Background: an optimization exercise with open tools, aiming at small area, a short achievable clock period and few clock cycles per item. Do not read the settings as production practice.
Only simulation tests tie the RTL to the original design; equivalence was not proved.
Power and IR drop assume default switching activity.

===== flow/flow/run.sh =====
#!/bin/bash
# The standard layout, with the port buffers made from the smallest plain
# buffer instead of the delay buffer buffer_ports picks by default; the
# resizer upsizes them where timing or slew needs it.
set -euo pipefail
export BUFFER_PORTS_ARGS="-buffer_cell sky130_fd_sc_hd__buf_1"
bash standard.sh finish > standard.log 2>&1

===== flow/standard.sh =====
#!/bin/bash
# synth_recipe.tcl (not shown) runs the flow's synth.tcl, then flattens the netlist and writes it again
# the make line also repeats each setting of config.mk as NAME=value (left out here)
make -C /OpenROAD-flow-scripts/flow DESIGN_CONFIG=/design/flow/config.mk WORK_HOME=/design/flow/orfs CLKGATE_MAP_FILE= SYNTH_SCRIPT=/design/flow/synth_recipe.tcl "${@:-finish}"

===== flow/config.mk =====
export PLATFORM = sky130hd
export DESIGN_NAME = codec2_frame_encoder
export DESIGN_NICKNAME = codec2_frame_encoder
export VERILOG_FILES = /design/flow/design.v
export SDC_FILE = /design/flow/constraint.sdc
export NUM_CORES = 4
export LEC_CHECK = 0
export CAP_MARGIN = 20
export CORE_MARGIN = 2
export CORE_UTILIZATION = 40
export SETUP_SLACK_MARGIN = 4.0
export SLEW_MARGIN = 20

===== flow/constraint.sdc =====
create_clock -name core_clock -period 8.0 [get_ports {clk}]
set_input_delay 1.6000 -clock core_clock [delete_from_list [all_inputs] [get_ports {clk}]]
set_output_delay 1.6000 -clock core_clock [all_outputs]
set_load 0.01 [all_outputs]

===== flow/design.v =====
package lsp_pkg;
	typedef logic [16-1:0] lsp_t;
	typedef logic [$clog2(16)-1:0] lsp_index_t;
	function automatic lsp_t lsp_codebook(input int row, input int entry);
		lsp_codebook = 16'hffff;
		case (row)
			0:
				case (entry)
					0: lsp_codebook = 800;
					1: lsp_codebook = 1000;
					2: lsp_codebook = 1200;
					3: lsp_codebook = 1400;
					4: lsp_codebook = 1600;
					5: lsp_codebook = 1800;
					6: lsp_codebook = 2000;
					7: lsp_codebook = 2200;
					8: lsp_codebook = 2400;
					9: lsp_codebook = 2600;
					10: lsp_codebook = 2800;
					11: lsp_codebook = 3000;
					12: lsp_codebook = 3200;
					13: lsp_codebook = 3400;
					14: lsp_codebook = 3600;
					15: lsp_codebook = 3800;
					default: lsp_codebook = 16'hffff;
				endcase
			1:
				case (entry)
					0: lsp_codebook = 1600;
					1: lsp_codebook = 1900;
					2: lsp_codebook = 2200;
					3: lsp_codebook = 2500;
					4: lsp_codebook = 2800;
					5: lsp_codebook = 3100;
					6: lsp_codebook = 3400;
					7: lsp_codebook = 3700;
					8: lsp_codebook = 4000;
					9: lsp_codebook = 4300;
					10: lsp_codebook = 4600;
					11: lsp_codebook = 4900;
					12: lsp_codebook = 5200;
					13: lsp_codebook = 5500;
					14: lsp_codebook = 5800;
					15: lsp_codebook = 6100;
					default: lsp_codebook = 16'hffff;
				endcase
			2:
				case (entry)
					0: lsp_codebook = 3000;
					1: lsp_codebook = 3400;
					2: lsp_codebook = 3800;
					3: lsp_codebook = 4200;
					4: lsp_codebook = 4600;
					5: lsp_codebook = 5000;
					6: lsp_codebook = 5400;
					7: lsp_codebook = 5800;
					8: lsp_codebook = 6200;
					9: lsp_codebook = 6600;
					10: lsp_codebook = 7000;
					11: lsp_codebook = 7400;
					12: lsp_codebook = 7800;
					13: lsp_codebook = 8200;
					14: lsp_codebook = 8600;
					15: lsp_codebook = 9000;
					default: lsp_codebook = 16'hffff;
				endcase
			3:
				case (entry)
					0: lsp_codebook = 4000;
					1: lsp_codebook = 4500;
					2: lsp_codebook = 5000;
					3: lsp_codebook = 5500;
					4: lsp_codebook = 6000;
					5: lsp_codebook = 6500;
					6: lsp_codebook = 7000;
					7: lsp_codebook = 7500;
					8: lsp_codebook = 8000;
					9: lsp_codebook = 8500;
					10: lsp_codebook = 9000;
					11: lsp_codebook = 9500;
					12: lsp_codebook = 10000;
					13: lsp_codebook = 10500;
					14: lsp_codebook = 11000;
					15: lsp_codebook = 11500;
					default: lsp_codebook = 16'hffff;
				endcase
			4:
				case (entry)
					0: lsp_codebook = 6000;
					1: lsp_codebook = 6600;
					2: lsp_codebook = 7200;
					3: lsp_codebook = 7800;
					4: lsp_codebook = 8400;
					5: lsp_codebook = 9000;
					6: lsp_codebook = 9600;
					7: lsp_codebook = 10200;
					8: lsp_codebook = 10800;
					9: lsp_codebook = 11400;
					10: lsp_codebook = 12000;
					11: lsp_codebook = 12600;
					12: lsp_codebook = 13200;
					13: lsp_codebook = 13800;
					14: lsp_codebook = 14400;
					15: lsp_codebook = 15000;
					default: lsp_codebook = 16'hffff;
				endcase
			5:
				case (entry)
					0: lsp_codebook = 8000;
					1: lsp_codebook = 8700;
					2: lsp_codebook = 9400;
					3: lsp_codebook = 10100;
					4: lsp_codebook = 10800;
					5: lsp_codebook = 11500;
					6: lsp_codebook = 12200;
					7: lsp_codebook = 12900;
					8: lsp_codebook = 13600;
					9: lsp_codebook = 14300;
					10: lsp_codebook = 15000;
					11: lsp_codebook = 15700;
					12: lsp_codebook = 16400;
					13: lsp_codebook = 17100;
					14: lsp_codebook = 17800;
					15: lsp_codebook = 18500;
					default: lsp_codebook = 16'hffff;
				endcase
			6:
				case (entry)
					0: lsp_codebook = 10000;
					1: lsp_codebook = 10800;
					2: lsp_codebook = 11600;
					3: lsp_codebook = 12400;
					4: lsp_codebook = 13200;
					5: lsp_codebook = 14000;
					6: lsp_codebook = 14800;
					7: lsp_codebook = 15600;
					8: lsp_codebook = 16400;
					9: lsp_codebook = 17200;
					10: lsp_codebook = 18000;
					11: lsp_codebook = 18800;
					12: lsp_codebook = 19600;
					13: lsp_codebook = 20400;
					14: lsp_codebook = 21200;
					15: lsp_codebook = 22000;
					default: lsp_codebook = 16'hffff;
				endcase
			7:
				case (entry)
					0: lsp_codebook = 14000;
					1: lsp_codebook = 15200;
					2: lsp_codebook = 16400;
					3: lsp_codebook = 17600;
					4: lsp_codebook = 18800;
					5: lsp_codebook = 20000;
					6: lsp_codebook = 21200;
					7: lsp_codebook = 22400;
					default: lsp_codebook = 16'hffff;
				endcase
			8:
				case (entry)
					0: lsp_codebook = 18000;
					1: lsp_codebook = 19500;
					2: lsp_codebook = 21000;
					3: lsp_codebook = 22500;
					4: lsp_codebook = 24000;
					5: lsp_codebook = 25500;
					6: lsp_codebook = 27000;
					7: lsp_codebook = 28500;
					default: lsp_codebook = 16'hffff;
				endcase
			9:
				case (entry)
					0: lsp_codebook = 24000;
					1: lsp_codebook = 28000;
					2: lsp_codebook = 32000;
					3: lsp_codebook = 36000;
					default: lsp_codebook = 16'hffff;
				endcase
			default: lsp_codebook = 16'hffff;
		endcase
	endfunction
	function automatic int lsp_cb_size(input int row);
		if (row < 7)
			lsp_cb_size = 16;
		else if (row < 9)
			lsp_cb_size = 8;
		else
			lsp_cb_size = 4;
	endfunction
	function automatic int lsp_index_bits(input int row);
		if (row < 7)
			lsp_index_bits = 4;
		else if (row < 9)
			lsp_index_bits = 3;
		else
			lsp_index_bits = 2;
	endfunction
endpackage
package frame_pkg;
	typedef enum logic [1:0]
	{
		IDLE,
		QUANT,
		DONE
	} enc_state_t;
	typedef logic [48-1:0] frame_bits_t;
	typedef logic [8-1:0] woe_index_t;
endpackage
module lsp_lane0
(
	input  logic [15:0] value,
	output logic [3:0] gray
);
	logic n21, n22, n23, n24, n25, n26, n27,
		n28, n29, n30, n31, n32, n33, n34, n35,
		n36, n37, n38, n39, n40, n41, n42, n43,
		n44, n45, n46, n47, n48, n49, n50, n51,
		n52, n53, n54, n55, n56, n57, n58, n59,
		n60, n61, n62, n63, n64, n65, n66, n67,
		n68, n69, n70, n71, n72, n73, n74, n76,
		n77, n78, n79, n80, n81, n82, n83, n84,
		n85, n86, n87, n88, n89, n90, n91, n92,
		n93, n94, n96, n97, n98, n99, n100,
		n101, n102, n104, n105, n106, n107;
	assign n21 = ~value[8] & ~value[9];
	assign n22 = ~value[0] & ~value[1];
	assign n23 = value[2] & ~n22;
	assign n24 = ~value[3] & ~n23;
	assign n25 = ~value[4] & n24;
	assign n26 = value[5] & ~n25;
	assign n27 = ~value[6] & ~value[8];
	assign n28 = ~n26 & n27;
	assign n29 = ~value[7] & ~value[8];
	assign n30 = value[9] & ~n29;
	assign n31 = value[4] & ~n24;
	assign n32 = ~value[5] & ~n31;
	assign n33 = ~value[6] & n32;
	assign n34 = ~value[7] & n33;
	assign n35 = ~n30 & ~n34;
	assign n36 = ~n28 & ~n35;
	assign n37 = ~n21 & ~n36;
	assign n38 = ~value[12] & ~value[13];
	assign n39 = ~value[14] & ~value[15];
	assign n40 = n38 & n39;
	assign n41 = ~value[11] & n40;
	assign n42 = n25 & n33;
	assign n43 = value[7] & value[8];
	assign n44 = ~n42 & n43;
	assign n45 = ~value[10] & ~n44;
	assign n46 = n41 & ~n45;
	assign n47 = ~n37 & n46;
	assign n48 = value[6] & value[7];
	assign n49 = n26 & n48;
	assign n50 = n21 & ~n49;
	assign n51 = value[5] & n31;
	assign n52 = value[6] & value[9];
	assign n53 = n51 & n52;
	assign n54 = value[11] & n40;
	assign n55 = value[10] & n54;
	assign n56 = ~n30 & n55;
	assign n57 = ~n53 & n56;
	assign n58 = ~n50 & n57;
	assign n59 = ~value[6] & n29;
	assign n60 = ~n51 & n59;
	assign n61 = value[8] & n52;
	assign n62 = ~n32 & n61;
	assign n63 = value[6] & n43;
	assign n64 = ~value[9] & ~n63;
	assign n65 = ~value[5] & ~value[9];
	assign n66 = n25 & n65;
	assign n67 = ~n64 & ~n66;
	assign n68 = ~n62 & n67;
	assign n69 = ~n60 & ~n68;
	assign n70 = ~value[10] & n54;
	assign n71 = value[9] & n43;
	assign n72 = n70 & ~n71;
	assign n73 = ~n69 & n72;
	assign n74 = ~n58 & ~n73;
	assign gray[0] = n47 | ~n74;
	assign n76 = value[3] & n23;
	assign n77 = ~value[4] & ~n76;
	assign n78 = ~value[5] & n77;
	assign n79 = value[6] & ~n78;
	assign n80 = ~value[7] & n21;
	assign n81 = ~n79 & n80;
	assign n82 = value[5] & ~n77;
	assign n83 = n61 & n82;
	assign n84 = value[10] & n41;
	assign n85 = ~n71 & n84;
	assign n86 = ~n83 & n85;
	assign n87 = ~n81 & n86;
	assign n88 = n27 & n78;
	assign n89 = n30 & n70;
	assign n90 = ~n88 & n89;
	assign n91 = n43 & n82;
	assign n92 = n55 & n64;
	assign n93 = ~n91 & n92;
	assign n94 = ~n90 & ~n93;
	assign gray[1] = n87 | ~n94;
	assign n96 = value[4] & n76;
	assign n97 = n65 & ~n96;
	assign n98 = n54 & n97;
	assign n99 = n60 & n98;
	assign n100 = ~n64 & n84;
	assign n101 = ~n97 & n100;
	assign n102 = ~n70 & ~n101;
	assign gray[2] = n99 | ~n102;
	assign n104 = n49 & n96;
	assign n105 = ~value[10] & n21;
	assign n106 = n40 & n105;
	assign n107 = ~n104 & n106;
	assign gray[3] = ~n41 & ~n107;
endmodule
module lsp_lane1
(
	input  logic [15:0] value,
	output logic [3:0] gray
);
	logic n21, n22, n23, n24, n25, n26, n27,
		n28, n29, n30, n31, n32, n33, n34, n35,
		n36, n37, n38, n39, n40, n41, n42, n43,
		n44, n45, n46, n47, n48, n49, n50, n51,
		n52, n53, n54, n55, n56, n57, n58, n59,
		n60, n61, n62, n63, n64, n65, n66, n67,
		n68, n69, n70, n71, n72, n73, n74, n75,
		n76, n77, n78, n80, n81, n82, n83, n84,
		n85, n86, n87, n88, n89, n90, n91, n92,
		n93, n94, n95, n96, n97, n98, n99,
		n100, n101, n102, n103, n105, n106, n107,
		n108, n109, n110, n111, n112, n113, n114,
		n115, n116, n117, n119, n120, n121, n122,
		n123;
	assign n21 = value[0] & value[1];
	assign n22 = value[2] & n21;
	assign n23 = value[3] & n22;
	assign n24 = value[4] & value[6];
	assign n25 = value[7] & n24;
	assign n26 = value[5] & ~value[10];
	assign n27 = ~n25 & ~n26;
	assign n28 = n23 & ~n27;
	assign n29 = value[5] & value[6];
	assign n30 = value[7] & n29;
	assign n31 = value[4] & value[5];
	assign n32 = ~value[10] & n31;
	assign n33 = ~n30 & ~n32;
	assign n34 = ~value[6] & ~value[7];
	assign n35 = ~value[10] & ~n34;
	assign n36 = n33 & ~n35;
	assign n37 = ~n28 & n36;
	assign n38 = value[8] & ~n37;
	assign n39 = value[9] & ~n38;
	assign n40 = value[7] & value[9];
	assign n41 = ~value[10] & n40;
	assign n42 = ~value[3] & ~n22;
	assign n43 = ~value[5] & ~value[6];
	assign n44 = ~value[4] & n43;
	assign n45 = n42 & n44;
	assign n46 = n41 & ~n45;
	assign n47 = n38 & ~n46;
	assign n48 = ~value[13] & ~value[14];
	assign n49 = ~value[15] & n48;
	assign n50 = ~value[12] & n49;
	assign n51 = value[11] & n50;
	assign n52 = ~n47 & n51;
	assign n53 = ~n39 & n52;
	assign n54 = value[8] & value[9];
	assign n55 = n23 & n31;
	assign n56 = value[10] & n34;
	assign n57 = ~n55 & n56;
	assign n58 = n54 & ~n57;
	assign n59 = ~value[11] & n49;
	assign n60 = value[12] & n59;
	assign n61 = ~n23 & n44;
	assign n62 = n41 & ~n61;
	assign n63 = n60 & ~n62;
	assign n64 = ~n58 & n63;
	assign n65 = n25 & ~n42;
	assign n66 = ~value[8] & ~n30;
	assign n67 = ~n65 & n66;
	assign n68 = value[9] & value[10];
	assign n69 = ~value[12] & n68;
	assign n70 = n59 & n69;
	assign n71 = ~n67 & n70;
	assign n72 = ~n64 & ~n71;
	assign n73 = ~n25 & n42;
	assign n74 = ~n33 & ~n73;
	assign n75 = ~value[8] & ~value[9];
	assign n76 = ~n35 & n75;
	assign n77 = ~n74 & n76;
	assign n78 = ~n72 & ~n77;
	assign gray[0] = n53 | n78;
	assign n80 = ~value[2] & ~n21;
	assign n81 = ~value[3] & n80;
	assign n82 = n31 & ~n81;
	assign n83 = ~value[6] & ~n82;
	assign n84 = value[7] & ~n83;
	assign n85 = n75 & ~n84;
	assign n86 = value[10] & ~n85;
	assign n87 = ~value[4] & n81;
	assign n88 = ~value[7] & ~value[8];
	assign n89 = n43 & n88;
	assign n90 = ~value[9] & ~value[10];
	assign n91 = n89 & n90;
	assign n92 = n87 & n91;
	assign n93 = n51 & ~n92;
	assign n94 = ~n86 & n93;
	assign n95 = n29 & ~n87;
	assign n96 = ~value[7] & ~n95;
	assign n97 = value[8] & ~n96;
	assign n98 = n90 & ~n97;
	assign n99 = value[4] & ~n81;
	assign n100 = n89 & ~n99;
	assign n101 = n68 & ~n100;
	assign n102 = n60 & ~n101;
	assign n103 = ~n98 & n102;
	assign gray[1] = n94 | n103;
	assign n105 = ~value[10] & n60;
	assign n106 = value[3] & ~n80;
	assign n107 = n24 & n106;
	assign n108 = ~value[10] & ~n29;
	assign n109 = n88 & n108;
	assign n110 = ~n107 & n109;
	assign n111 = n51 & ~n90;
	assign n112 = ~n110 & n111;
	assign n113 = ~n105 & ~n112;
	assign n114 = ~value[6] & ~n106;
	assign n115 = ~value[11] & n54;
	assign n116 = ~n114 & n115;
	assign n117 = n84 & n116;
	assign gray[2] = ~n113 & ~n117;
	assign n119 = ~value[7] & n44;
	assign n120 = ~n106 & n119;
	assign n121 = value[10] & value[11];
	assign n122 = n54 & n121;
	assign n123 = ~n120 & n122;
	assign gray[3] = ~n50 | n123;
endmodule
module lsp_lane2
(
	input  logic [15:0] value,
	output logic [3:0] gray
);
	logic n21, n22, n23, n24, n25, n26, n27,
		n28, n29, n30, n31, n32, n33, n34, n35,
		n36, n37, n38, n39, n40, n41, n42, n43,
		n44, n45, n46, n47, n48, n49, n50, n51,
		n52, n53, n54, n55, n56, n57, n58, n59,
		n60, n61, n62, n63, n64, n65, n66, n67,
		n68, n69, n70, n71, n72, n73, n74, n75,
		n76, n78, n79, n80, n81, n82, n83, n84,
		n85, n86, n87, n88, n89, n90, n91, n92,
		n93, n94, n95, n96, n97, n99, n100,
		n101, n102, n103, n104, n105, n106, n107,
		n109, n110, n111, n112, n113;
	assign n21 = ~value[14] & ~value[15];
	assign n22 = ~value[10] & ~value[11];
	assign n23 = ~value[12] & value[13];
	assign n24 = n22 & n23;
	assign n25 = n21 & n24;
	assign n26 = ~value[0] & ~value[1];
	assign n27 = ~value[2] & ~value[3];
	assign n28 = n26 & n27;
	assign n29 = ~value[4] & n28;
	assign n30 = value[5] & ~n29;
	assign n31 = value[6] & n30;
	assign n32 = ~value[7] & ~value[8];
	assign n33 = ~n31 & n32;
	assign n34 = value[9] & ~n33;
	assign n35 = n25 & ~n34;
	assign n36 = value[7] & value[8];
	assign n37 = n31 & n36;
	assign n38 = ~value[9] & ~n37;
	assign n39 = value[10] & ~n38;
	assign n40 = ~value[5] & n29;
	assign n41 = value[6] & ~n40;
	assign n42 = value[7] & value[9];
	assign n43 = n41 & n42;
	assign n44 = value[8] & value[9];
	assign n45 = ~value[10] & ~n44;
	assign n46 = ~n43 & n45;
	assign n47 = value[12] & ~n46;
	assign n48 = ~n39 & n47;
	assign n49 = ~value[6] & n40;
	assign n50 = ~value[7] & ~value[9];
	assign n51 = n49 & n50;
	assign n52 = ~value[10] & ~n51;
	assign n53 = value[11] & value[12];
	assign n54 = ~value[6] & ~n30;
	assign n55 = ~value[9] & n32;
	assign n56 = n54 & n55;
	assign n57 = n53 & ~n56;
	assign n58 = ~n52 & n57;
	assign n59 = ~value[8] & ~value[9];
	assign n60 = value[7] & value[10];
	assign n61 = ~n49 & n60;
	assign n62 = n59 & ~n61;
	assign n63 = value[7] & n44;
	assign n64 = ~n54 & n63;
	assign n65 = value[10] & value[11];
	assign n66 = ~n53 & ~n65;
	assign n67 = ~n64 & ~n66;
	assign n68 = ~n62 & n67;
	assign n69 = ~n58 & ~n68;
	assign n70 = ~n48 & n69;
	assign n71 = ~value[13] & n21;
	assign n72 = n41 & n44;
	assign n73 = ~n63 & ~n72;
	assign n74 = n58 & n73;
	assign n75 = n71 & ~n74;
	assign n76 = ~n70 & n75;
	assign gray[0] = n35 | n76;
	assign n78 = value[12] & n71;
	assign n79 = value[4] & ~n28;
	assign n80 = ~value[5] & ~n79;
	assign n81 = value[6] & ~n80;
	assign n82 = n55 & ~n81;
	assign n83 = ~value[11] & ~n82;
	assign n84 = ~value[6] & n80;
	assign n85 = n42 & ~n84;
	assign n86 = n46 & ~n85;
	assign n87 = ~n83 & ~n86;
	assign n88 = ~n22 & ~n87;
	assign n89 = n78 & ~n88;
	assign n90 = n32 & n84;
	assign n91 = value[9] & n65;
	assign n92 = n71 & n91;
	assign n93 = ~n90 & n92;
	assign n94 = value[7] & n81;
	assign n95 = n25 & n59;
	assign n96 = ~n94 & n95;
	assign n97 = ~n93 & ~n96;
	assign gray[1] = n89 | ~n97;
	assign n99 = value[5] & n79;
	assign n100 = ~value[6] & ~value[9];
	assign n101 = ~n99 & n100;
	assign n102 = ~n59 & ~n101;
	assign n103 = n22 & ~n36;
	assign n104 = ~n102 & n103;
	assign n105 = ~n50 & n65;
	assign n106 = n102 & n105;
	assign n107 = n78 & ~n106;
	assign gray[2] = ~n104 & n107;
	assign n109 = ~value[7] & ~n99;
	assign n110 = value[10] & value[12];
	assign n111 = ~n109 & n110;
	assign n112 = ~n73 & n111;
	assign n113 = ~n53 & n71;
	assign gray[3] = n112 | ~n113;
endmodule
module lsp_lane3
(
	input  logic [15:0] value,
	output logic [3:0] gray
);
	logic n21, n22, n23, n24, n25, n26, n27,
		n28, n29, n30, n31, n32, n33, n34, n35,
		n36, n37, n38, n39, n40, n41, n42, n43,
		n44, n45, n46, n47, n48, n49, n50, n51,
		n52, n53, n54, n55, n56, n57, n58, n59,
		n60, n61, n62, n63, n64, n65, n66, n67,
		n68, n69, n70, n71, n72, n73, n74, n76,
		n77, n78, n79, n80, n81, n82, n83, n84,
		n85, n86, n87, n88, n89, n90, n91, n92,
		n93, n94, n95, n96, n97, n98, n99,
		n100, n102, n103, n104, n105, n106, n107,
		n108, n109, n110, n111, n112, n114, n115,
		n116, n117, n118, n119;
	assign n21 = ~value[7] & ~value[8];
	assign n22 = ~value[9] & n21;
	assign n23 = value[0] & value[1];
	assign n24 = ~value[2] & ~n23;
	assign n25 = value[3] & ~n24;
	assign n26 = ~value[4] & ~n25;
	assign n27 = value[11] & ~n26;
	assign n28 = value[5] & value[6];
	assign n29 = n27 & n28;
	assign n30 = n22 & ~n29;
	assign n31 = value[4] & n25;
	assign n32 = ~value[6] & ~value[11];
	assign n33 = ~n31 & n32;
	assign n34 = ~value[5] & ~value[8];
	assign n35 = ~value[9] & n34;
	assign n36 = n33 & n35;
	assign n37 = value[10] & ~n36;
	assign n38 = ~value[3] & n24;
	assign n39 = ~value[4] & ~value[6];
	assign n40 = n38 & n39;
	assign n41 = value[10] & n40;
	assign n42 = n36 & ~n41;
	assign n43 = ~n37 & ~n42;
	assign n44 = ~n30 & n43;
	assign n45 = value[4] & value[6];
	assign n46 = ~n38 & n45;
	assign n47 = ~n28 & ~n46;
	assign n48 = value[11] & ~n47;
	assign n49 = value[10] & ~n48;
	assign n50 = n30 & n49;
	assign n51 = ~n44 & ~n50;
	assign n52 = ~value[14] & ~value[15];
	assign n53 = ~value[13] & n52;
	assign n54 = value[12] & n53;
	assign n55 = ~value[5] & ~value[6];
	assign n56 = ~n40 & ~n55;
	assign n57 = ~value[12] & value[13];
	assign n58 = n52 & n57;
	assign n59 = ~value[11] & n58;
	assign n60 = ~value[7] & n59;
	assign n61 = ~n56 & n60;
	assign n62 = ~n54 & ~n61;
	assign n63 = ~n51 & ~n62;
	assign n64 = ~n27 & n55;
	assign n65 = ~n33 & ~n64;
	assign n66 = n22 & ~n65;
	assign n67 = value[5] & value[7];
	assign n68 = value[8] & n67;
	assign n69 = value[9] & value[11];
	assign n70 = n68 & n69;
	assign n71 = n46 & n70;
	assign n72 = ~value[10] & n58;
	assign n73 = ~n71 & n72;
	assign n74 = ~n66 & n73;
	assign gray[0] = n63 | n74;
	assign n76 = n34 & ~n58;
	assign n77 = ~n21 & ~n76;
	assign n78 = value[2] & n23;
	assign n79 = value[3] & n78;
	assign n80 = n39 & ~n79;
	assign n81 = ~n55 & n58;
	assign n82 = n21 & ~n81;
	assign n83 = ~n80 & ~n82;
	assign n84 = ~n77 & ~n83;
	assign n85 = value[9] & ~n84;
	assign n86 = ~value[10] & ~n85;
	assign n87 = value[11] & ~n86;
	assign n88 = ~n54 & ~n58;
	assign n89 = ~n54 & n68;
	assign n90 = ~value[9] & ~n89;
	assign n91 = n21 & ~n28;
	assign n92 = ~n54 & n91;
	assign n93 = n45 & n79;
	assign n94 = n54 & ~n91;
	assign n95 = ~n93 & ~n94;
	assign n96 = ~n92 & n95;
	assign n97 = ~n90 & ~n96;
	assign n98 = value[11] & ~n97;
	assign n99 = n86 & ~n98;
	assign n100 = ~n88 & ~n99;
	assign gray[1] = ~n87 & n100;
	assign n102 = value[9] & value[10];
	assign n103 = ~value[3] & ~n78;
	assign n104 = value[4] & ~n103;
	assign n105 = n21 & ~n104;
	assign n106 = n102 & ~n105;
	assign n107 = ~n91 & n106;
	assign n108 = ~value[11] & ~n107;
	assign n109 = n54 & ~n108;
	assign n110 = ~n55 & n102;
	assign n111 = n59 & ~n110;
	assign n112 = ~n106 & n111;
	assign gray[2] = n109 | n112;
	assign n114 = ~value[4] & n103;
	assign n115 = value[6] & ~n114;
	assign n116 = n91 & ~n115;
	assign n117 = value[11] & value[12];
	assign n118 = n102 & n117;
	assign n119 = ~n116 & n118;
	assign gray[3] = ~n53 | n119;
endmodule
module lsp_lane4
(
	input  logic [15:0] value,
	output logic [3:0] gray
);
	logic n21, n22, n23, n24, n25, n26, n27,
		n28, n29, n30, n31, n32, n33, n34, n35,
		n36, n37, n38, n39, n40, n41, n42, n43,
		n44, n45, n46, n47, n48, n49, n50, n51,
		n52, n53, n54, n55, n56, n57, n58, n59,
		n60, n61, n62, n63, n64, n65, n66, n67,
		n68, n69, n70, n71, n72, n73, n74, n75,
		n76, n77, n78, n79, n80, n81, n82, n84,
		n85, n86, n87, n88, n89, n90, n91, n92,
		n93, n94, n95, n96, n97, n98, n99,
		n100, n101, n102, n103, n104, n105, n106,
		n107, n108, n109, n111, n112, n113, n114,
		n115, n116, n117, n118, n119, n120, n121,
		n123, n124, n125, n126, n127, n128;
	assign n21 = ~value[14] & ~value[15];
	assign n22 = value[12] & n21;
	assign n23 = ~value[5] & value[13];
	assign n24 = value[6] & value[8];
	assign n25 = ~n23 & n24;
	assign n26 = value[11] & ~n25;
	assign n27 = value[5] & ~value[13];
	assign n28 = ~value[0] & ~value[1];
	assign n29 = value[2] & ~n28;
	assign n30 = value[3] & n29;
	assign n31 = ~value[4] & ~n30;
	assign n32 = ~n27 & n31;
	assign n33 = ~n26 & ~n32;
	assign n34 = value[7] & value[8];
	assign n35 = value[11] & ~n34;
	assign n36 = ~value[8] & ~value[10];
	assign n37 = ~value[5] & ~value[6];
	assign n38 = ~value[7] & n37;
	assign n39 = n36 & n38;
	assign n40 = ~n35 & ~n39;
	assign n41 = ~value[10] & ~value[13];
	assign n42 = value[10] & value[13];
	assign n43 = ~value[9] & ~n42;
	assign n44 = ~n41 & n43;
	assign n45 = ~n40 & n44;
	assign n46 = ~n33 & n45;
	assign n47 = ~value[8] & ~value[9];
	assign n48 = value[4] & n30;
	assign n49 = ~n23 & n48;
	assign n50 = ~value[6] & ~n27;
	assign n51 = ~n49 & n50;
	assign n52 = value[7] & ~n51;
	assign n53 = n47 & ~n52;
	assign n54 = value[10] & value[11];
	assign n55 = value[11] & ~value[13];
	assign n56 = ~n42 & ~n55;
	assign n57 = ~n54 & ~n56;
	assign n58 = ~n53 & n57;
	assign n59 = ~n46 & ~n58;
	assign n60 = n22 & ~n59;
	assign n61 = value[5] & value[9];
	assign n62 = ~n48 & ~n61;
	assign n63 = n24 & ~n62;
	assign n64 = value[9] & ~n35;
	assign n65 = ~value[10] & ~n64;
	assign n66 = ~n63 & n65;
	assign n67 = value[5] & value[7];
	assign n68 = ~n31 & n67;
	assign n69 = value[6] & value[7];
	assign n70 = ~value[8] & ~n69;
	assign n71 = ~n68 & n70;
	assign n72 = value[9] & value[10];
	assign n73 = ~value[11] & n72;
	assign n74 = ~n71 & n73;
	assign n75 = value[13] & n21;
	assign n76 = ~value[12] & n75;
	assign n77 = ~value[9] & ~value[10];
	assign n78 = ~value[11] & n67;
	assign n79 = n77 & ~n78;
	assign n80 = n76 & ~n79;
	assign n81 = ~n74 & n80;
	assign n82 = ~n66 & n81;
	assign gray[0] = n60 | n82;
	assign n84 = ~value[3] & ~n29;
	assign n85 = value[4] & ~n84;
	assign n86 = value[5] & n85;
	assign n87 = n69 & n86;
	assign n88 = n36 & ~n87;
	assign n89 = n55 & ~n77;
	assign n90 = n22 & n89;
	assign n91 = ~n88 & n90;
	assign n92 = n38 & ~n85;
	assign n93 = value[8] & value[9];
	assign n94 = ~n92 & n93;
	assign n95 = value[12] & ~n94;
	assign n96 = ~value[5] & ~n85;
	assign n97 = value[6] & ~n96;
	assign n98 = ~value[7] & n47;
	assign n99 = ~n97 & n98;
	assign n100 = value[10] & ~n99;
	assign n101 = ~n95 & n100;
	assign n102 = ~value[11] & n75;
	assign n103 = ~n101 & n102;
	assign n104 = ~n91 & ~n103;
	assign n105 = ~value[6] & ~n86;
	assign n106 = n34 & ~n105;
	assign n107 = ~value[9] & ~n106;
	assign n108 = n54 & n76;
	assign n109 = ~n107 & n108;
	assign gray[1] = ~n104 | n109;
	assign n111 = ~value[4] & n84;
	assign n112 = value[5] & ~n111;
	assign n113 = value[6] & n112;
	assign n114 = ~value[7] & n36;
	assign n115 = ~n113 & n114;
	assign n116 = ~value[6] & ~n112;
	assign n117 = n34 & n72;
	assign n118 = ~n116 & n117;
	assign n119 = ~n77 & ~n118;
	assign n120 = ~n115 & n119;
	assign n121 = ~n104 & ~n120;
	assign gray[2] = n76 | n121;
	assign n123 = n38 & n111;
	assign n124 = value[8] & ~n123;
	assign n125 = n77 & ~n124;
	assign n126 = value[11] & ~n125;
	assign n127 = ~value[12] & ~n126;
	assign n128 = value[13] & ~n127;
	assign gray[3] = ~n21 | n128;
endmodule
module lsp_lane5
(
	input  logic [15:0] value,
	output logic [3:0] gray
);
	logic n21, n22, n23, n24, n25, n26, n27,
		n28, n29, n30, n31, n32, n33, n34, n35,
		n36, n37, n38, n39, n40, n41, n42, n43,
		n44, n45, n46, n47, n48, n49, n50, n51,
		n52, n53, n54, n55, n56, n57, n58, n59,
		n60, n61, n62, n63, n64, n65, n66, n67,
		n68, n69, n70, n71, n72, n73, n74, n75,
		n76, n77, n78, n79, n80, n81, n82, n83,
		n84, n85, n86, n87, n88, n89, n91, n92,
		n93, n94, n95, n96, n97, n98, n99,
		n100, n101, n102, n103, n104, n105, n106,
		n107, n108, n109, n110, n111, n112, n113,
		n114, n115, n116, n117, n118, n120, n121,
		n122, n123, n124, n125, n126, n127, n129,
		n130, n131, n132, n133;
	assign n21 = ~value[9] & ~value[10];
	assign n22 = ~value[8] & n21;
	assign n23 = value[5] & value[6];
	assign n24 = value[0] & value[1];
	assign n25 = ~value[2] & ~n24;
	assign n26 = ~value[3] & n25;
	assign n27 = value[6] & ~n26;
	assign n28 = value[4] & n27;
	assign n29 = ~n23 & ~n28;
	assign n30 = value[7] & ~n29;
	assign n31 = n22 & ~n30;
	assign n32 = value[11] & ~n31;
	assign n33 = ~value[5] & ~value[6];
	assign n34 = value[2] & n24;
	assign n35 = value[3] & n34;
	assign n36 = value[4] & n35;
	assign n37 = n33 & ~n36;
	assign n38 = value[7] & ~n37;
	assign n39 = n22 & ~n38;
	assign n40 = value[9] & value[10];
	assign n41 = ~value[3] & ~n34;
	assign n42 = value[4] & ~n41;
	assign n43 = ~value[7] & ~value[8];
	assign n44 = n33 & n43;
	assign n45 = ~n42 & n44;
	assign n46 = n40 & ~n45;
	assign n47 = ~n39 & ~n46;
	assign n48 = ~n32 & ~n47;
	assign n49 = n23 & n36;
	assign n50 = n43 & ~n49;
	assign n51 = n48 & ~n50;
	assign n52 = value[8] & value[9];
	assign n53 = value[7] & n52;
	assign n54 = n23 & n53;
	assign n55 = n42 & n54;
	assign n56 = ~value[10] & value[11];
	assign n57 = ~n55 & n56;
	assign n58 = value[12] & ~n22;
	assign n59 = ~value[4] & n41;
	assign n60 = ~value[7] & n21;
	assign n61 = ~value[6] & n60;
	assign n62 = ~value[5] & n61;
	assign n63 = n59 & n62;
	assign n64 = n58 & ~n63;
	assign n65 = ~n57 & n64;
	assign n66 = ~n51 & n65;
	assign n67 = ~value[14] & ~value[15];
	assign n68 = value[13] & n67;
	assign n69 = ~value[4] & ~n35;
	assign n70 = n23 & ~n69;
	assign n71 = n60 & ~n70;
	assign n72 = ~value[11] & ~value[12];
	assign n73 = ~value[13] & value[14];
	assign n74 = ~value[15] & n73;
	assign n75 = n72 & n74;
	assign n76 = ~n71 & n75;
	assign n77 = ~n22 & n76;
	assign n78 = ~n68 & ~n77;
	assign n79 = n33 & n69;
	assign n80 = n53 & ~n79;
	assign n81 = n57 & ~n80;
	assign n82 = ~n48 & ~n81;
	assign n83 = value[7] & n23;
	assign n84 = ~n59 & n83;
	assign n85 = ~value[8] & ~n84;
	assign n86 = n76 & n85;
	assign n87 = ~value[12] & ~n86;
	assign n88 = ~n82 & n87;
	assign n89 = ~n78 & ~n88;
	assign gray[0] = ~n66 & n89;
	assign n91 = n32 & n40;
	assign n92 = value[3] & ~n25;
	assign n93 = ~value[4] & ~n92;
	assign n94 = ~value[5] & n93;
	assign n95 = value[6] & ~n94;
	assign n96 = n43 & ~n95;
	assign n97 = n91 & ~n96;
	assign n98 = ~value[10] & ~value[11];
	assign n99 = ~n53 & n98;
	assign n100 = ~n23 & ~n92;
	assign n101 = n52 & ~n100;
	assign n102 = ~n29 & n101;
	assign n103 = n99 & ~n102;
	assign n104 = ~value[12] & ~n103;
	assign n105 = ~n97 & n104;
	assign n106 = value[4] & value[5];
	assign n107 = n92 & n106;
	assign n108 = n61 & ~n107;
	assign n109 = value[11] & n58;
	assign n110 = ~n108 & n109;
	assign n111 = ~n105 & ~n110;
	assign n112 = n68 & ~n111;
	assign n113 = value[5] & ~n93;
	assign n114 = ~value[6] & n43;
	assign n115 = ~n113 & n114;
	assign n116 = value[10] & ~n115;
	assign n117 = ~n40 & n75;
	assign n118 = ~n116 & n117;
	assign gray[1] = n112 | n118;
	assign n120 = ~n26 & n106;
	assign n121 = ~value[6] & ~value[8];
	assign n122 = ~n120 & n121;
	assign n123 = value[12] & ~n43;
	assign n124 = ~n122 & n123;
	assign n125 = n91 & n124;
	assign n126 = ~value[12] & ~n32;
	assign n127 = n68 & ~n126;
	assign gray[2] = ~n125 & n127;
	assign n129 = ~n27 & n98;
	assign n130 = ~n95 & n129;
	assign n131 = value[12] & value[13];
	assign n132 = ~n99 & n131;
	assign n133 = ~n130 & n132;
	assign gray[3] = ~n67 | n133;
endmodule
module lsp_lane6
(
	input  logic [15:0] value,
	output logic [3:0] gray
);
	logic n21, n22, n23, n24, n25, n26, n27,
		n28, n29, n30, n31, n32, n33, n34, n35,
		n36, n37, n38, n39, n40, n41, n42, n43,
		n44, n45, n46, n47, n48, n49, n50, n51,
		n52, n53, n54, n55, n56, n57, n58, n59,
		n60, n61, n62, n63, n64, n65, n66, n67,
		n68, n69, n70, n71, n72, n73, n74, n75,
		n76, n77, n78, n79, n80, n81, n82, n83,
		n84, n85, n86, n87, n89, n90, n91, n92,
		n93, n94, n95, n97, n98, n99, n100,
		n101, n102, n104, n105, n106, n107, n108,
		n109;
	assign n21 = ~value[13] & value[14];
	assign n22 = value[8] & value[11];
	assign n23 = value[9] & n22;
	assign n24 = ~value[0] & ~value[1];
	assign n25 = ~value[2] & ~value[3];
	assign n26 = ~value[4] & n25;
	assign n27 = n24 & n26;
	assign n28 = ~value[5] & n27;
	assign n29 = ~value[6] & n28;
	assign n30 = ~value[7] & n29;
	assign n31 = n23 & ~n30;
	assign n32 = value[10] & value[11];
	assign n33 = ~n31 & ~n32;
	assign n34 = value[6] & ~n28;
	assign n35 = value[7] & n34;
	assign n36 = ~value[10] & ~n35;
	assign n37 = value[13] & ~value[14];
	assign n38 = ~n36 & n37;
	assign n39 = ~n33 & n38;
	assign n40 = ~n21 & ~n39;
	assign n41 = ~value[10] & ~value[11];
	assign n42 = ~value[8] & ~value[9];
	assign n43 = ~value[11] & n42;
	assign n44 = ~n35 & n43;
	assign n45 = ~n41 & ~n44;
	assign n46 = value[12] & ~value[15];
	assign n47 = n37 & n46;
	assign n48 = n45 & n47;
	assign n49 = n40 & ~n48;
	assign n50 = ~n40 & n45;
	assign n51 = value[5] & ~n27;
	assign n52 = ~value[6] & ~n51;
	assign n53 = ~value[7] & n52;
	assign n54 = value[8] & ~value[9];
	assign n55 = value[10] & n54;
	assign n56 = n53 & n55;
	assign n57 = value[6] & n51;
	assign n58 = ~value[7] & ~n57;
	assign n59 = value[10] & n42;
	assign n60 = ~n23 & ~n59;
	assign n61 = ~n58 & ~n60;
	assign n62 = n46 & ~n61;
	assign n63 = ~n56 & n62;
	assign n64 = ~n50 & n63;
	assign n65 = ~n49 & n64;
	assign n66 = value[9] & value[10];
	assign n67 = value[8] & n66;
	assign n68 = value[11] & ~n67;
	assign n69 = n37 & n68;
	assign n70 = ~n53 & n66;
	assign n71 = n68 & ~n70;
	assign n72 = n21 & ~n71;
	assign n73 = ~n69 & ~n72;
	assign n74 = ~value[9] & ~value[10];
	assign n75 = ~n22 & n74;
	assign n76 = value[7] & ~n43;
	assign n77 = ~n52 & n76;
	assign n78 = n75 & ~n77;
	assign n79 = value[13] & n66;
	assign n80 = ~value[11] & n67;
	assign n81 = ~n79 & ~n80;
	assign n82 = value[7] & ~n81;
	assign n83 = n57 & n82;
	assign n84 = ~value[12] & ~value[15];
	assign n85 = ~n83 & n84;
	assign n86 = ~n78 & n85;
	assign n87 = ~n73 & n86;
	assign gray[0] = n65 | n87;
	assign n89 = n34 & ~n43;
	assign n90 = n75 & ~n76;
	assign n91 = ~n89 & n90;
	assign n92 = n65 & n91;
	assign n93 = n50 & n84;
	assign n94 = ~value[11] & n47;
	assign n95 = ~n93 & ~n94;
	assign gray[1] = n92 | ~n95;
	assign n97 = ~value[8] & n30;
	assign n98 = value[9] & ~n97;
	assign n99 = n41 & ~n98;
	assign n100 = n47 & ~n99;
	assign n101 = n21 & n84;
	assign n102 = n33 & n101;
	assign gray[2] = n100 | n102;
	assign n104 = value[7] & ~n29;
	assign n105 = ~value[8] & ~n104;
	assign n106 = value[11] & value[12];
	assign n107 = n79 & n106;
	assign n108 = ~n105 & n107;
	assign n109 = ~value[14] & ~value[15];
	assign gray[3] = n108 | ~n109;
endmodule
module lsp_lane7
(
	input  logic [15:0] value,
	output logic [3:0] gray
);
	logic n22, n23, n24, n25, n26, n27, n28,
		n29, n30, n31, n32, n33, n34, n35, n36,
		n37, n38, n39, n40, n41, n42, n43, n44,
		n45, n46, n47, n48, n49, n50, n51, n52,
		n53, n54, n55, n56, n57, n58, n59, n60,
		n61, n63, n64, n65, n66, n67, n68, n69,
		n70, n71, n72, n73, n74, n76, n77, n78,
		n79, n80, n81, n82;
	assign n22 = ~value[13] & ~value[15];
	assign n23 = value[11] & value[12];
	assign n24 = value[14] & ~n23;
	assign n25 = n22 & n24;
	assign n26 = ~value[0] & ~value[1];
	assign n27 = ~value[2] & n26;
	assign n28 = value[3] & ~n27;
	assign n29 = ~value[4] & ~n28;
	assign n30 = value[5] & ~n29;
	assign n31 = value[6] & n30;
	assign n32 = ~value[7] & ~value[8];
	assign n33 = ~n31 & n32;
	assign n34 = value[9] & ~n33;
	assign n35 = ~value[5] & n29;
	assign n36 = value[8] & value[9];
	assign n37 = value[6] & value[7];
	assign n38 = n36 & n37;
	assign n39 = ~n35 & n38;
	assign n40 = ~value[10] & ~n39;
	assign n41 = ~value[11] & n40;
	assign n42 = ~n34 & n41;
	assign n43 = ~value[6] & ~value[7];
	assign n44 = ~value[9] & n43;
	assign n45 = ~n30 & n44;
	assign n46 = ~value[8] & ~value[9];
	assign n47 = value[10] & ~n46;
	assign n48 = ~n45 & n47;
	assign n49 = value[12] & ~n48;
	assign n50 = value[11] & ~n40;
	assign n51 = ~n49 & ~n50;
	assign n52 = ~n42 & n51;
	assign n53 = n25 & ~n52;
	assign n54 = ~value[10] & n44;
	assign n55 = n35 & n54;
	assign n56 = ~value[10] & n46;
	assign n57 = ~value[14] & ~value[15];
	assign n58 = value[13] & n23;
	assign n59 = n57 & n58;
	assign n60 = ~n56 & n59;
	assign n61 = ~n55 & n60;
	assign gray[0] = n53 | n61;
	assign n63 = value[4] & n28;
	assign n64 = value[5] & n63;
	assign n65 = value[6] & n64;
	assign n66 = ~value[7] & n56;
	assign n67 = ~n65 & n66;
	assign n68 = value[12] & ~n67;
	assign n69 = n25 & ~n68;
	assign n70 = ~value[6] & ~n64;
	assign n71 = value[7] & ~n70;
	assign n72 = ~value[9] & ~n71;
	assign n73 = n47 & n59;
	assign n74 = ~n72 & n73;
	assign gray[1] = n69 | n74;
	assign n76 = ~value[5] & n43;
	assign n77 = ~n63 & n76;
	assign n78 = value[10] & n36;
	assign n79 = ~n77 & n78;
	assign n80 = ~value[11] & ~value[12];
	assign n81 = n22 & n80;
	assign n82 = ~n79 & n81;
	assign gray[2] = ~n57 & ~n82;
	assign gray[3] = 1'b0;
endmodule
module lsp_lane8
(
	input  logic [15:0] value,
	output logic [3:0] gray
);
	logic n22, n23, n24, n25, n26, n27, n28,
		n29, n30, n31, n32, n33, n34, n35, n36,
		n37, n38, n39, n40, n41, n42, n43, n44,
		n45, n46, n47, n48, n49, n50, n51, n52,
		n53, n54, n55, n56, n57, n58, n59, n60,
		n62, n63, n64, n65, n66, n67, n68, n69,
		n70, n71, n72, n73, n74, n75, n76, n77,
		n78, n79, n80, n81, n82, n84, n85, n86,
		n87, n88, n89, n90, n91;
	assign n22 = value[7] & value[13];
	assign n23 = ~value[8] & ~value[9];
	assign n24 = ~n22 & n23;
	assign n25 = value[4] & value[13];
	assign n26 = value[0] & value[1];
	assign n27 = value[2] & n26;
	assign n28 = ~n25 & ~n27;
	assign n29 = ~value[4] & ~value[13];
	assign n30 = value[5] & ~n29;
	assign n31 = ~value[3] & ~n25;
	assign n32 = n30 & ~n31;
	assign n33 = ~n28 & n32;
	assign n34 = ~value[6] & ~value[9];
	assign n35 = ~n33 & n34;
	assign n36 = ~n24 & ~n35;
	assign n37 = ~value[7] & ~value[13];
	assign n38 = value[8] & ~n37;
	assign n39 = ~value[11] & ~value[13];
	assign n40 = value[11] & value[13];
	assign n41 = ~n39 & ~n40;
	assign n42 = ~value[10] & n41;
	assign n43 = ~n38 & n42;
	assign n44 = ~n36 & n43;
	assign n45 = ~value[3] & n28;
	assign n46 = value[6] & ~n37;
	assign n47 = n30 & n46;
	assign n48 = ~n45 & n47;
	assign n49 = n24 & ~n48;
	assign n50 = value[10] & ~n41;
	assign n51 = ~n49 & n50;
	assign n52 = value[11] & value[12];
	assign n53 = value[12] & ~value[13];
	assign n54 = ~value[12] & value[13];
	assign n55 = ~value[11] & ~n54;
	assign n56 = ~n53 & n55;
	assign n57 = value[14] & ~value[15];
	assign n58 = ~n56 & n57;
	assign n59 = ~n52 & n58;
	assign n60 = ~n51 & n59;
	assign gray[0] = ~n44 & n60;
	assign n62 = ~value[2] & ~n26;
	assign n63 = value[3] & ~n62;
	assign n64 = ~value[5] & ~n63;
	assign n65 = ~value[3] & n62;
	assign n66 = value[4] & ~n65;
	assign n67 = ~value[5] & ~n66;
	assign n68 = ~n64 & ~n67;
	assign n69 = ~value[6] & ~value[7];
	assign n70 = ~n68 & n69;
	assign n71 = value[9] & value[10];
	assign n72 = value[8] & n71;
	assign n73 = ~n70 & n72;
	assign n74 = value[11] & ~n53;
	assign n75 = ~n73 & n74;
	assign n76 = ~value[4] & ~value[6];
	assign n77 = n64 & n76;
	assign n78 = value[7] & ~n77;
	assign n79 = ~value[8] & ~n78;
	assign n80 = value[13] & n71;
	assign n81 = ~n79 & n80;
	assign n82 = n58 & ~n81;
	assign gray[1] = ~n75 & n82;
	assign n84 = value[6] & value[7];
	assign n85 = ~n67 & n84;
	assign n86 = ~value[8] & ~n85;
	assign n87 = value[9] & ~n86;
	assign n88 = ~value[10] & ~n87;
	assign n89 = n52 & ~n88;
	assign n90 = ~value[13] & ~n89;
	assign n91 = value[14] & ~n90;
	assign gray[2] = value[15] | n91;
	assign gray[3] = 1'b0;
endmodule
module lsp_lane9
(
	input  logic [15:0] value,
	output logic [3:0] gray
);
	logic n22, n23, n24, n25, n26, n27, n28,
		n29, n30, n31, n32, n33, n34, n35, n36,
		n37, n38, n39, n40, n41, n42, n43, n44,
		n45, n47, n48, n49, n50, n51, n52, n53;
	assign n22 = value[9] & value[10];
	assign n23 = ~value[11] & ~n22;
	assign n24 = ~value[12] & n23;
	assign n25 = ~value[0] & ~value[1];
	assign n26 = ~value[2] & ~value[3];
	assign n27 = n25 & n26;
	assign n28 = value[4] & ~n27;
	assign n29 = ~value[5] & ~n28;
	assign n30 = ~value[6] & n29;
	assign n31 = value[8] & value[10];
	assign n32 = value[7] & n31;
	assign n33 = ~n30 & n32;
	assign n34 = n24 & ~n33;
	assign n35 = value[13] & value[14];
	assign n36 = ~value[15] & n35;
	assign n37 = ~n34 & n36;
	assign n38 = value[6] & value[7];
	assign n39 = value[10] & n38;
	assign n40 = ~n29 & n39;
	assign n41 = ~value[13] & ~value[14];
	assign n42 = value[15] & n41;
	assign n43 = ~n31 & n42;
	assign n44 = n24 & n43;
	assign n45 = ~n40 & n44;
	assign gray[0] = n37 | n45;
	assign n47 = value[5] & n28;
	assign n48 = ~value[6] & ~value[7];
	assign n49 = ~n47 & n48;
	assign n50 = n31 & ~n49;
	assign n51 = n23 & ~n50;
	assign n52 = value[12] & n35;
	assign n53 = ~n51 & n52;
	assign gray[1] = value[15] | n53;
	assign gray[2] = 1'b0;
	assign gray[3] = 1'b0;
endmodule
module lsp_scalar_quantizer
#(
	parameter int unsigned lane_num = 0
)
(
	input  lsp_pkg::lsp_t value,
	output lsp_pkg::lsp_index_t gray
);
	case (lane_num)
		0: begin : g_l0 lsp_lane0 u_lane (.value(value), .gray(gray)); end
		1: begin : g_l1 lsp_lane1 u_lane (.value(value), .gray(gray)); end
		2: begin : g_l2 lsp_lane2 u_lane (.value(value), .gray(gray)); end
		3: begin : g_l3 lsp_lane3 u_lane (.value(value), .gray(gray)); end
		4: begin : g_l4 lsp_lane4 u_lane (.value(value), .gray(gray)); end
		5: begin : g_l5 lsp_lane5 u_lane (.value(value), .gray(gray)); end
		6: begin : g_l6 lsp_lane6 u_lane (.value(value), .gray(gray)); end
		7: begin : g_l7 lsp_lane7 u_lane (.value(value), .gray(gray)); end
		8: begin : g_l8 lsp_lane8 u_lane (.value(value), .gray(gray)); end
		9: begin : g_l9 lsp_lane9 u_lane (.value(value), .gray(gray)); end
		default: begin : g_none assign gray = '0; end
	endcase
endmodule
module frame_packer
(
	input  logic [10*16-1:0] lsp_in,
	input  logic voiced_first,
	input  logic voiced_second,
	input  frame_pkg::woe_index_t woe_index,
	output frame_pkg::frame_bits_t frame_word
);
	localparam int iw = $clog2(16);
	logic [10*iw-1:0] lane_gray;
	for (genvar g = 0; g < 10; g++)
	begin : g_lane
		lsp_scalar_quantizer #(.lane_num(g)) u_quant
		(
			.value (lsp_in[g*16 +: 16]),
			.gray (lane_gray[g*iw +: iw])
		);
	end
	always_comb
	begin
		int pos;
		frame_word = '0;
		frame_word[48-1] = voiced_first;
		frame_word[48-2] = voiced_second;
		frame_word[48-3 -: 8] = woe_index ^ (woe_index >> 1);
		pos = 48 - 2 - 8;
		for (int l = 0; l < 10; l++)
		begin
			pos = pos - lsp_pkg::lsp_index_bits(l);
			for (int b = 0; b < lsp_pkg::lsp_index_bits(l); b++)
				frame_word[pos + b] = lane_gray[l*iw + b];
		end
	end
endmodule
module codec2_frame_encoder
(
	input  logic clk,
	input  logic rst,
	input  logic start,
	input  logic [10*16-1:0] lsp_in,
	input  logic voiced_first,
	input  logic voiced_second,
	input  frame_pkg::woe_index_t woe_index,
	output frame_pkg::frame_bits_t encoded_bits,
	output logic done_frame
);
	logic busy;
	logic accept;
	frame_pkg::frame_bits_t frame_word;
	frame_pkg::frame_bits_t word_q;
	assign accept = start && !busy;
	frame_packer u_packer
	(
		.lsp_in (lsp_in),
		.voiced_first (voiced_first),
		.voiced_second (voiced_second),
		.woe_index (woe_index),
		.frame_word (frame_word)
	);
	always_ff @(posedge clk or negedge rst)
	begin
		if (!rst)
		begin
			busy <= 1'b0;
			done_frame <= 1'b0;
			word_q <= '0;
		end
		else
		begin
			busy <= accept;
			if (accept)
				done_frame <= 1'b1;
			if (accept)
				word_q <= frame_word;
		end
	end
	assign encoded_bits = word_q;
endmodule

==> out/results.txt, run 1 <==
Largest net degree at the start of global routing: 67
Placed inst area: 6040 sq um
Gr usage total: 0.228
Number of synthesized flops with an enable pin: 0
Grt total ovfl: 0
Max cap viols: 0
Vert. Die Dim: 118 um
Hold-fix buffers, CTS: 0
Area of the die: 14000 sq um
Async SR Flop Fraction: 1.00
DPL Wire Length: 12500 um
Initial drt markers: 763
Initial antenna violation count: 0
Pwr per Cell Area: 130 nW/um^2
Period minus WS final: 3.08 ns
Hold/Removal Path Class: reg2reg
Final hold violations: 0
Vias in the first global route: 5518
Status: finished clean
Buffers on Ports: 219
Initial Util: 0.412
Period utilisation layout: 0.385
Fillers: 1368
Commonest cells in the netlist: nand2_1, nor2_1, a21oi_1
Synth-to-layout area growth: 19.0%
GPL Wtd Cong: 0.931
Non-Filler Instances: 1087
Peak supply drop: 0.000103 V
Synth Register Bits: 48
Final nets: 1087
Relative slew slack: 0.495
Htree depth: 2
Clk sink count: 48
Clk slew on worst S/H paths: 0.07 ns
Syn avg cell area: 7.00 sq um
Core area: 12700 sq um
Crit Path Category: in2reg
Via count: 6442
Crit path launch type: input pin
Number of core rows: 41
Final Skew: 0.00568 ns
Finished Cell Area: 6230 sq um
Drt pass-1 iters: 5
Critical Path RT: 8.22 ns
Fin Hold WS: 0.465 ns
Final Power: 0.811 mW
First-pass GRT wire length: 27100 um
Cts bufs inserted: 5
DIE WIDTH: 118 um
Post-synthesis sequential area ratio: 0.229
Wire per inst: 15.3 um
Capturing element type of the critical path: register
Worst-Margin Slew: 0.751 ns
Lkg Pwr: 2.16 nW
CTS resizes: 0
Layout cell share with drive strength beyond 1: 0.0306
R2R setup slack: 5.85 ns
Synth area leader: dfrtp_1
Syn. warnings: 2
Syn Std Cell Area: 5240 sq um
Inst Count DP: 1079
Insertion delay to the later sink of the worst-skew pair: 0.28 ns
Endpoints failing setup: 0
RSZ-0062 raised after global routing: no
Synth area leaders: dfrtp_1, nand2_1, a21oi_1
Via-per-instance ratio: 5.93
Root Buffer: clkbuf_16
Post CTS Setup Buffer Count: 0
Num ports: 222
Antenna cell count: 0
Critical path fanouts, max: 66
Maximum clock rate: 325 MHz
Drt drc: 0
Pins Over Slew Limit: 0
Post-synth cell types: 78
TritonCTS clock tree: yes
Final TNS setup: 0 ns
WL final: 16700 um
Max clock buf depth: 2
Arrival time worst endpoint: 3.30 ns
Ys flop type: dfrtp_1
Synth Instances: 748
Post-synth top area share: 0.229
Most common cell in the netlist: nand2_1
Post-route ant nets: 0
## flip-flops by register name (all words and copies together) (netlist names)
| signal | count |
|---|---|
| word_q | 46 |
| busy | 1 |
| done_frame | 1 |
## logic make-up after synthesis
logic type	share of synthesized area
AO/OA/AOI/OAI	0.371
XOR/XNOR	0.0151
adder cells (fa/ha/maj)	0.00382
buffers and inverters	0.0590
flip-flops	0.229
multiplexers	0.00956
other	0.000716
AND/OR/NAND/NOR	0.311
## per-stage QoR
stage | worst slack, ns | utilization
2_1_floorplan | 4.93 | -
3_3_place_gp | 4.67 | 0.475
3_5_place_dp | 4.59 | 0.475
4_1_cts | 4.89 | 0.490
5_1_grt | 4.75 | 0.490
6_report | 4.92 | 0.490
## final timing paths
check	end	cells after the start	startpoint
max in group asynchronous	word_q[35]$_DFFE_PN0P_	2	rst
hold reg to reg	done_frame$_DFFE_PN0P_	1	done_frame$_DFFE_PN0P_
setup / recovery	word_q[10]$_DFFE_PN0P_	9	start
min in group asynchronous	word_q[16]$_DFFE_PN0P_	2	rst
setup reg to reg	word_q[10]$_DFFE_PN0P_	8	busy$_DFF_PN0_
hold / removal	done_frame$_DFFE_PN0P_	1	done_frame$_DFFE_PN0P_
## per-layer routing
metal / track usage / vias to the layer above / wire length, um
li1: - / 3190 / -
met1: 0.327 / 2900 / 7430
met2: 0.367 / 329 / 7620
met3: 0.0241 / 23 / 1340
met4: 0.0521 / 0 / 269
met5: 0 / - / 0
## layout by cell type (no fill, tap or decap), drive strengths merged, types with 16 or more instances in the layout
master  Yosys  layout
nor2       75      75
nand2      87      87
dfrtp      48      48
nand3      33      33
buf        10     221
nor3       28      28
nor4       16      16
a211oi     16      16
a31oi      27      27
a21oi      61      61
o21ai      53      53
## where the power goes
| group | internal [mW] | leakage (nW) | total, mW | switching, mW |
|---|---|---|---|---|
| combinational | 0.0894 | 1.48 | 0.256 | 0.166 |
| clock | 0.180 | 0.0944 | 0.274 | 0.0941 |
| sequential | 0.266 | 0.590 | 0.282 | 0.0152 |
| total | 0.536 | 2.16 | 0.811 | 0.275 |
## critical path: stages
cell       delay, ns
buf_1           0.08
nand2b_2        0.05
buf_4           0.30
clkinv_1        0.13
buf_4           0.34
nand2_1         0.08
a2111oi_0       0.41
o2111ai_1       0.16
nand3_1         0.11
## final cells by class
type / count / area (sq um) / share of cell area
multi-input combinational: 625 / 3730 / 0.599
sequential: 48 / 1200 / 0.193
timing repair buffer: 222 / 846 / 0.136
tap: 172 / 215 / 0.0345
clock buffer: 5 / 125 / 0.0201
clock inverter: 3 / 68.8 / 0.0110
inverter: 12 / 45.0 / 0.00723
Testbench counts, summed over its fixed seeds: cycles 776, frames 384.
==> run 2, diff against run 1 <==
--- a/flow/config.mk
+++ b/flow/config.mk
@@ -8,5 +8,5 @@
 export CAP_MARGIN = 20
 export CORE_MARGIN = 2
 export CORE_UTILIZATION = 40
-export SETUP_SLACK_MARGIN = 4.0
+export SETUP_SLACK_MARGIN = 4.6
 export SLEW_MARGIN = 20
==> run 2 against run 1 <==
Worst setup slack unchanged. Clock power about the same. Sequential power hardly changed.
==> out/results.txt, run 2 <==
Sw power: 0.275 mW (unchanged)
Syn Std Cell Area: 5240 sq um (unchanged)
Period minus WS final: 3.08 ns (unchanged)
Htree depth: 2 (unchanged)
Vert. Die Dim: 118 um (unchanged)
Non-Filler Instances: 1087 (unchanged)
Post CTS Setup Buffer Count: 0 (unchanged)
CP bufs+invs: 4 (unchanged)
GPL Wtd Cong: 0.931 (unchanged)
Number of synthesized flops with an enable pin: 0 (unchanged)
Crit Path Category: in2reg (unchanged)
DIE WIDTH: 118 um (unchanged)
Worst-Margin Slew: 0.751 ns (unchanged)
Fillers: 1368 (unchanged)
R2R setup slack: 5.85 ns (about the same)
Arrival time worst endpoint: 3.30 ns (about the same)
Post-route ant nets: 0 (unchanged)
TritonCTS clock tree: yes (unchanged)
Antenna cell count: 0 (unchanged)
Pwr per Cell Area: 130 nW/um^2 (unchanged)
Hold/Removal Path Class: reg2reg (unchanged)
Inst Count DP: 1079 (unchanged)
Drt drc: 0 (unchanged)
Combinational Power Share: 0.315 (about the same)
Core area: 12700 sq um (unchanged)
Peak supply drop: 0.000103 V (unchanged)
Root Buffer: clkbuf_16 (unchanged)
Drt pass-1 iters: 5 (unchanged)
CTS resizes: 0 (unchanged)
WL final: 16700 um (unchanged)
Pint: 0.536 mW (unchanged)
Synth Register Bits: 48 (unchanged)
Crit path launch type: input pin (unchanged)
Wire per inst: 15.3 um (unchanged)
Commonest non-fill, non-tap cell in the layout: buf_1 (unchanged)
CP dominant cell by count: buf_4 (unchanged)
Critical Path RT: 8.22 ns (about the same)
Capturing element type of the critical path: register (unchanged)
Lkg Pwr: 2.16 nW (unchanged)
Top flop regs: word_q x46, busy x1, done_frame x1 (unchanged)
Pins Over Slew Limit: 0 (unchanged)
Critical path fanouts, max: 66 (unchanged)
Final nets: 1087 (unchanged)
Syn. warnings: 2 (unchanged)
Max clock buf depth: 2 (unchanged)
RSZ-0062 raised after global routing: no (unchanged)
Async SR Flop Fraction: 1.00 (unchanged)
Layout cell share with drive strength beyond 1: 0.0306 (unchanged)
Initial antenna violation count: 0 (unchanged)
Initial Util: 0.412 (unchanged)
Number of core rows: 41 (unchanged)
Most common cell in the netlist: nand2_1 (unchanged)
Clk sink count: 48 (unchanged)
Area of the die: 14000 sq um (unchanged)
Synth area leaders: dfrtp_1, nand2_1, a21oi_1 (unchanged)
Final Skew: 0.00568 ns (unchanged)
Endpoints failing setup: 0 (unchanged)
Synth Instances: 748 (unchanged)
Initial drt markers: 763 (unchanged)
Ys flop type: dfrtp_1 (unchanged)
Commonest cells in the netlist: nand2_1, nor2_1, a21oi_1 (unchanged)
Hold-fix buffers, CTS: 0 (unchanged)
Post-synthesis sequential area ratio: 0.229 (unchanged)
Fin Hold WS: 0.465 ns (unchanged)
Status: finished clean (unchanged)
Grt total ovfl: 0 (unchanged)
Switching share of power: 0.339 (unchanged)
CP max stage cell: a2111oi_0 (unchanged)
Period utilisation layout: 0.385 (unchanged)
Top delay family on crit path: buffers and inverters (unchanged)
Gr usage total: 0.228 (unchanged)
Synth area leader: dfrtp_1 (unchanged)
Vias in the first global route: 5518 (unchanged)
Via-per-instance ratio: 5.93 (unchanged)
Final hold violations: 0 (unchanged)
Largest net degree at the start of global routing: 67 (unchanged)
Maximum clock rate: 325 MHz (unchanged)
Largest register FFs: 46 (unchanged)
DPL Wire Length: 12500 um (unchanged)
Clk slew on worst S/H paths: 0.07 ns (about the same)
Synth-to-layout area growth: 19.0% (unchanged)
Cts bufs inserted: 5 (unchanged)
Register share of total power: 0.347 (about the same)
Via count: 6442 (unchanged)
Syn avg cell area: 7.00 sq um (unchanged)
Max incr delay on CP: 0.41 ns (about the same)
Post-synth cell types: 78 (unchanged)
Num ports: 222 (unchanged)
Largest Register: word_q (unchanged)
Post-synth top area share: 0.229 (unchanged)
Part of the power in the clock network: 0.338 (about the same)
First-pass GRT wire length: 27100 um (unchanged)
Final Power: 0.811 mW (unchanged)
Buffers on Ports: 219 (unchanged)
Most frequent cells in the layout: buf_1, nand2_1, nor2_1 (unchanged)
Final TNS setup: 0 ns (unchanged)
Max cap viols: 0 (unchanged)
Insertion delay to the later sink of the worst-skew pair: 0.28 ns (about the same)
CP cell instances: buf_1, nand2b_2, buf_4, clkinv_1, buf_4, nand2_1, a2111oi_0, o2111ai_1, nand3_1 (unchanged)
Relative slew slack: 0.495 (unchanged)
run 2: cell counts in the layout (fill, tap and decap cells not counted):
No cell type changed its count.
run 2: final cells by class:
cell class / instances / area, sq um / share of cell area
clock buffers: 5 / 125 / 0.0201
clock inverters: 3 / 68.8 / 0.0110
inverters: 12 / 45.0 / 0.00723
multi-input cells: 625 / 3730 / 0.599
flip-flops and latches: 48 / 1200 / 0.193
well taps: 172 / 215 / 0.0345
repair buffers: 222 / 846 / 0.136
run 2: power groups by stage:
stage / combinational, mW / sequential [mW] / clock (mW)
6_report: 0.256 / 0.282 / 0.274
5_1_grt: 0.286 / 0.284 / 0.295
4_1_cts: 0.255 / 0.282 / 0.286
3_5_place_dp: 0.254 / 0.286 / 0
3_3_place_gp: 0.255 / 0.286 / 0
2_1_floorplan: 0.142 / 0.294 / 0
run 2: worst paths after layout:
| path | cells past startpoint | endpoint | start |
|---|---|---|---|
| worst min register to register | 1 | done_frame$_DFFE_PN0P_ | done_frame$_DFFE_PN0P_ |
| worst min-delay path | 1 | done_frame$_DFFE_PN0P_ | done_frame$_DFFE_PN0P_ |
| min in group asynchronous | 2 | word_q[16]$_DFFE_PN0P_ | rst |
| max in group asynchronous | 2 | word_q[35]$_DFFE_PN0P_ | rst |
| worst max-delay path | 9 | word_q[10]$_DFFE_PN0P_ | start |
| worst max register to register | 8 | word_q[10]$_DFFE_PN0P_ | busy$_DFF_PN0_ |
run 2: stage by stage:
step / cell area (sq um) / utilization / setup WS, ns
6_report: 6230 / 0.490 / 4.92
5_1_grt: 6230 / 0.490 / 4.75
4_1_cts: 6230 / 0.490 / 4.89
3_5_place_dp: 6040 / 0.475 / 4.59
3_3_place_gp: 6040 / 0.475 / 4.67
2_1_floorplan: 5240 / - / 4.93
run 2: logic make-up after synthesis:
family,synth area share
adder cells (fa/ha/maj),0.00382
XOR/XNOR,0.0151
AND/OR/NAND/NOR,0.311
multiplexers,0.00956
flip-flops,0.229
buffers and inverters,0.0590
AO/OA/AOI/OAI,0.371
other,0.000716
run 2: worst register-to-register path: stages (launching register included):
cell	delay, ns
dfrtp_1	0.37
nand2b_2	0.16
buf_4	0.30
clkinv_1	0.14
buf_4	0.34
nand2_1	0.09
a2111oi_0	0.41
o2111ai_1	0.16
nand3_1	0.11
run 2: routing by layer:
layer  global-route usage  vias to the layer above  wire [um]
li1                     -                     3190          -
met1                0.327                     2900       7430
met2                0.367                      329       7620
met3               0.0241                       23       1340
met4               0.0521                        0        269
met5                    0                        -          0

afterwards: timing with drivers on the ports:
How much do the figures lean on ideal ports? The routed layouts below were timed once more, with nothing changed but the port constraints. Step 1, drivers: a clkbuf_16 drives clk and a buf_2 each remaining input, both assumed. Step 2 also shifts input and output timing later by t, the mid clock arrival at the registers, as if the neighbouring blocks saw the same clock. Slacks: ideal ports / drivers / drivers and shift; pairs: ideal ports / drivers.
run | t (ns) | setup slack, ns | hold WS [ns] | worst slew at a driven data input, ns | cell pins on the clock port's net
run 1 | 0.321 | 4.921 / 4.933 / 4.612 | 0.465 / 0.465 / 0.465 | 0.06 | 1
run 2 | 0.321 | 4.921 / 4.933 / 4.612 | 0.465 / 0.465 / 0.465 | 0.06 | 1
After both steps every run listed still meets setup and hold.
